This design comes from an exercise in tuning for small area, a short achievable clock period and few clock cycles per item on the open sky130 flow, not from production work.
Function was checked by simulation only, so behaviour that the tests miss may differ from the original.

## job 101
==> flow/design.v (excerpt) <==
module argb_over_blend_unit (
  input  logic                clk,
  input  logic                rst_n,
  input  logic                in_valid,
  output logic                in_stall,
  input  aob_pkg::pix_t       in_fg_argb,
  input  aob_pkg::pix_t       in_bg_argb,
  output logic                out_valid,
  input  logic                out_stall,
  output aob_pkg::pix_t       out_argb
);
For scale: roughly 3900 cells after synthesis, roughly 750 flip-flops, roughly 100 I/O pins, ~0.046 mm^2 of cells after synthesis.
Settings: LEC_CHECK=0, CAP_MARGIN=20, CORE_MARGIN=2, CORE_UTILIZATION=60, CTS_BUF_LIST=sky130_fd_sc_hd__clkbuf_8, CTS_CLUSTER_DIAMETER=80, CTS_CLUSTER_SIZE=12, SETUP_SLACK_MARGIN=2.9, SLEW_MARGIN=20; clock period 6.0 ns.
run.sh (not shown) runs the stock make flow with config.mk's settings and CLKGATE_MAP_FILE= SYNTH_SCRIPT=/design/flow/synth_recipe.tcl, a recipe that flattens the netlist after the stock synthesis.
Job 101 finished every stage and its layout cleared the timing, DRC and antenna checks.
Testbench counts of job 101, summed over its fixed seeds: cycles 16,064, items 16,000.
### job 101 -> job 102
Settings: changing CTS_CLUSTER_SIZE from 12 to 14; setting TNS_END_PERCENT to 30 for the first time; changing CTS_CLUSTER_DIAMETER from 80 to 100; changing CORE_UTILIZATION from 60 to 65.
r0_dd[6] as the end of the critical path was reported by job 101, and r0_xr[20] by job 102.
When job 102 is set beside job 101, its flip-flop and latch share of the layout cell area turns out to be 0.49 points larger.
Sort job 102 and job 101 by critical path depth, ascending, and job 102 comes first.
Run comparison: job 102 library cell contributing the largest single delay on the critical path nor4_2; job 101 library cell contributing the largest single delay on the critical path fa_2
Every run in the comparison, job 102 and job 101, completed the flow with a clean layout.
Global-route usage in job 102 is 1.6 points higher than in job 101
Starting DRC count in detailed routing, job 102 vs job 101: up by more than 10%

## run A
argb_over_blend_unit again, from the RTL that the note above started with.
==> flow/design.v (excerpt) <==
module argb_over_blend_unit (
  input  logic                clk,
  input  logic                rst_n,
  input  logic                in_valid,
  output logic                in_stall,
  input  aob_pkg::pix_t       in_fg_argb,
  input  aob_pkg::pix_t       in_bg_argb,
  output logic                out_valid,
  input  logic                out_stall,
  output aob_pkg::pix_t       out_argb
);
  localparam int NV = 7;   
  logic          sv;       
  logic          sv_o;     
  logic          en;       
  logic          ov;       
  logic [NV-1:0] v;
  logic          load_out;
  logic          arrive;
  assign en       = !sv;
  assign in_stall = sv_o;
  function automatic logic [9:0] pp4(input logic [1:0] m, input logic [7:0] y, input logic [9:0] y3);
    case (m)
      2'd0: pp4 = 10'd0;
      2'd1: pp4 = {2'd0, y};
      2'd2: pp4 = {1'b0, y, 1'b0};
      default: pp4 = y3;
    endcase
  endfunction
  function automatic logic [31:0] csa(input logic [15:0] p, input logic [15:0] q, input logic [15:0] r);
    logic [15:0] sm, cy;
    sm = p ^ q ^ r;
    cy = (p & q) | (p & r) | (q & r);
    csa = {cy[14:0], 1'b0, sm};
  endfunction
  function automatic logic [15:0] div1(input logic [15:0] n, input logic [7:0] d);
    logic [8:0] w, df;
    w  = {n[15:8], n[7]};
    df = w - {1'b0, d};
    if (!df[8]) div1 = {df[7:0], n[6:0], 1'b1};
    else        div1 = {w[7:0],  n[6:0], 1'b0};
  endfunction
  function automatic logic [15:0] div2(input logic [15:0] n, input logic [7:0] d, input logic [9:0] d3);
    logic [9:0]  w;
    logic [10:0] t1, t2, t3;
    w  = {n[15:8], n[7:6]};
    t1 = {1'b0, w} - {3'd0, d};
    t2 = {1'b0, w} - {2'd0, d, 1'b0};
    t3 = {1'b0, w} - {1'b0, d3};
    if (!t3[10])      div2 = {t3[7:0], n[5:0], 2'd3};
    else if (!t2[10]) div2 = {t2[7:0], n[5:0], 2'd2};
    else if (!t1[10]) div2 = {t1[7:0], n[5:0], 2'd1};
    else              div2 = {w[7:0],  n[5:0], 2'd0};
  endfunction
  logic [7:0]  r0_a;
  logic [9:0]  r0_a3;
  logic [31:0] r0_xr;
  logic [23:0] r0_dd, r0_b;
  logic [2:0]  r0_neg;
  logic        r0_z;
  ...
Settings: LEC_CHECK=0, CAP_MARGIN=20, CORE_MARGIN=2, CORE_UTILIZATION=65, CTS_BUF_LIST=sky130_fd_sc_hd__clkbuf_8, CTS_CLUSTER_DIAMETER=100, CTS_CLUSTER_SIZE=14, PLACE_DENSITY=0.7, SETUP_SLACK_MARGIN=2.9, SLEW_MARGIN=20; clock period 6.0 ns.
Testbench counts of run A, summed over its fixed seeds: cycles 16,064, items 16,000.
[inputs] run B vs run A
diff --git a/flow/config.mk b/flow/config.mk
--- a/flow/config.mk
+++ b/flow/config.mk
@@ -8,9 +8,8 @@
 export CAP_MARGIN = 20
 export CORE_MARGIN = 2
-export CORE_UTILIZATION = 65
+export CORE_UTILIZATION = 70
 export CTS_BUF_LIST = sky130_fd_sc_hd__clkbuf_8
 export CTS_CLUSTER_DIAMETER = 100
 export CTS_CLUSTER_SIZE = 14
-export PLACE_DENSITY = 0.7
 export SETUP_SLACK_MARGIN = 2.9
 export SLEW_MARGIN = 20
--- outcome ---
Delta (run B minus run A): pin count of the biggest net entering global routing shows an increase of 32%, routed metal-1 wirelength fell 1.8%.
Run A closes out successfully: all stages finished, all timing, DRC and antenna checks passed.
Both conditions hold for run B: the flow ran to the end and the final layout passed the timing, DRC and antenna checks.
Cmp run A and run B / non-clock buffer count / higher: run B
On cell area after layout, run A and run B are basically level.
Changes observed in run B relative to run A: final HPWL from detailed placement neither gained nor lost much; routed wire length +about 2.3%.
For run A, the end of the critical path was out_r[14]$_DFFE_PP_, unlike run B, where it was out_r[2]$_DFFE_PP_.
The inputs of run C differ from those of run B as listed below.
diff --git a/flow/config.mk b/flow/config.mk
--- a/flow/config.mk
+++ b/flow/config.mk
@@ -8,8 +8,6 @@
 export CAP_MARGIN = 20
 export CORE_MARGIN = 2
-export CORE_UTILIZATION = 70
+export CORE_UTILIZATION = 60
 export CTS_BUF_LIST = sky130_fd_sc_hd__clkbuf_8
-export CTS_CLUSTER_DIAMETER = 100
-export CTS_CLUSTER_SIZE = 14
 export SETUP_SLACK_MARGIN = 2.9
 export SLEW_MARGIN = 20
Diff run B -> run C | met2 wire length | decrease of 340 um
Synthesis-to-layout area growth came out higher on run C than on run B.
A highest layer used for signal routing of met5 is what run C shows, while met4 belongs to run B.
For run D, these inputs were changed with respect to run C:
diff --git a/flow/config.mk b/flow/config.mk
--- a/flow/config.mk
+++ b/flow/config.mk
@@ -8,6 +8,8 @@
 export CAP_MARGIN = 20
 export CORE_MARGIN = 2
-export CORE_UTILIZATION = 60
+export CORE_UTILIZATION = 65
 export CTS_BUF_LIST = sky130_fd_sc_hd__clkbuf_8
+export CTS_CLUSTER_DIAMETER = 100
+export CTS_CLUSTER_SIZE = 14
 export SETUP_SLACK_MARGIN = 2.9
 export SLEW_MARGIN = 20
[summary]
Taking run C as the reference, in run D cell area shrank by 2.9%, share of synthesized area occupied by flip-flops and latches held steady, site row count shrank by 4.

-- static timing again, ports no longer ideal --
Ports are ideal in the flow. The routed layouts listed here were re-timed in OpenROAD.
Step 1 sets driving cells, clkbuf_16 on the clock port and buf_2 on the other inputs (assumed; they add their load-dependent delay and slew).
Step 2 times the ports against the registers' clock, not the clock port: input delays grow and output delays shrink by t, the midpoint of the rising clock arrivals with the driver on.
Three values: ideal, step 1, step 2; two values: the first two.
run	t (ns)	slack for setup (ns)	worst slew at a driven data input, ns
job 101	0.742	2.919 / 2.945 / 2.219	0.05
job 102	0.760	2.851 / 2.882 / 2.134	0.06
run A	0.760	2.904 / 2.904 / 2.237	0.04
run B	0.792	2.875 / 2.875 / 2.147	0.05
run C	0.800	2.887 / 2.887 / 2.182	0.05
run D	0.760	2.904 / 2.904 / 2.237	0.04
After both steps every run listed still meets setup and hold. For run B, which loses most, drivers alone change the setup slack by 0.000 ns; drivers and shift together by -0.728 ns.
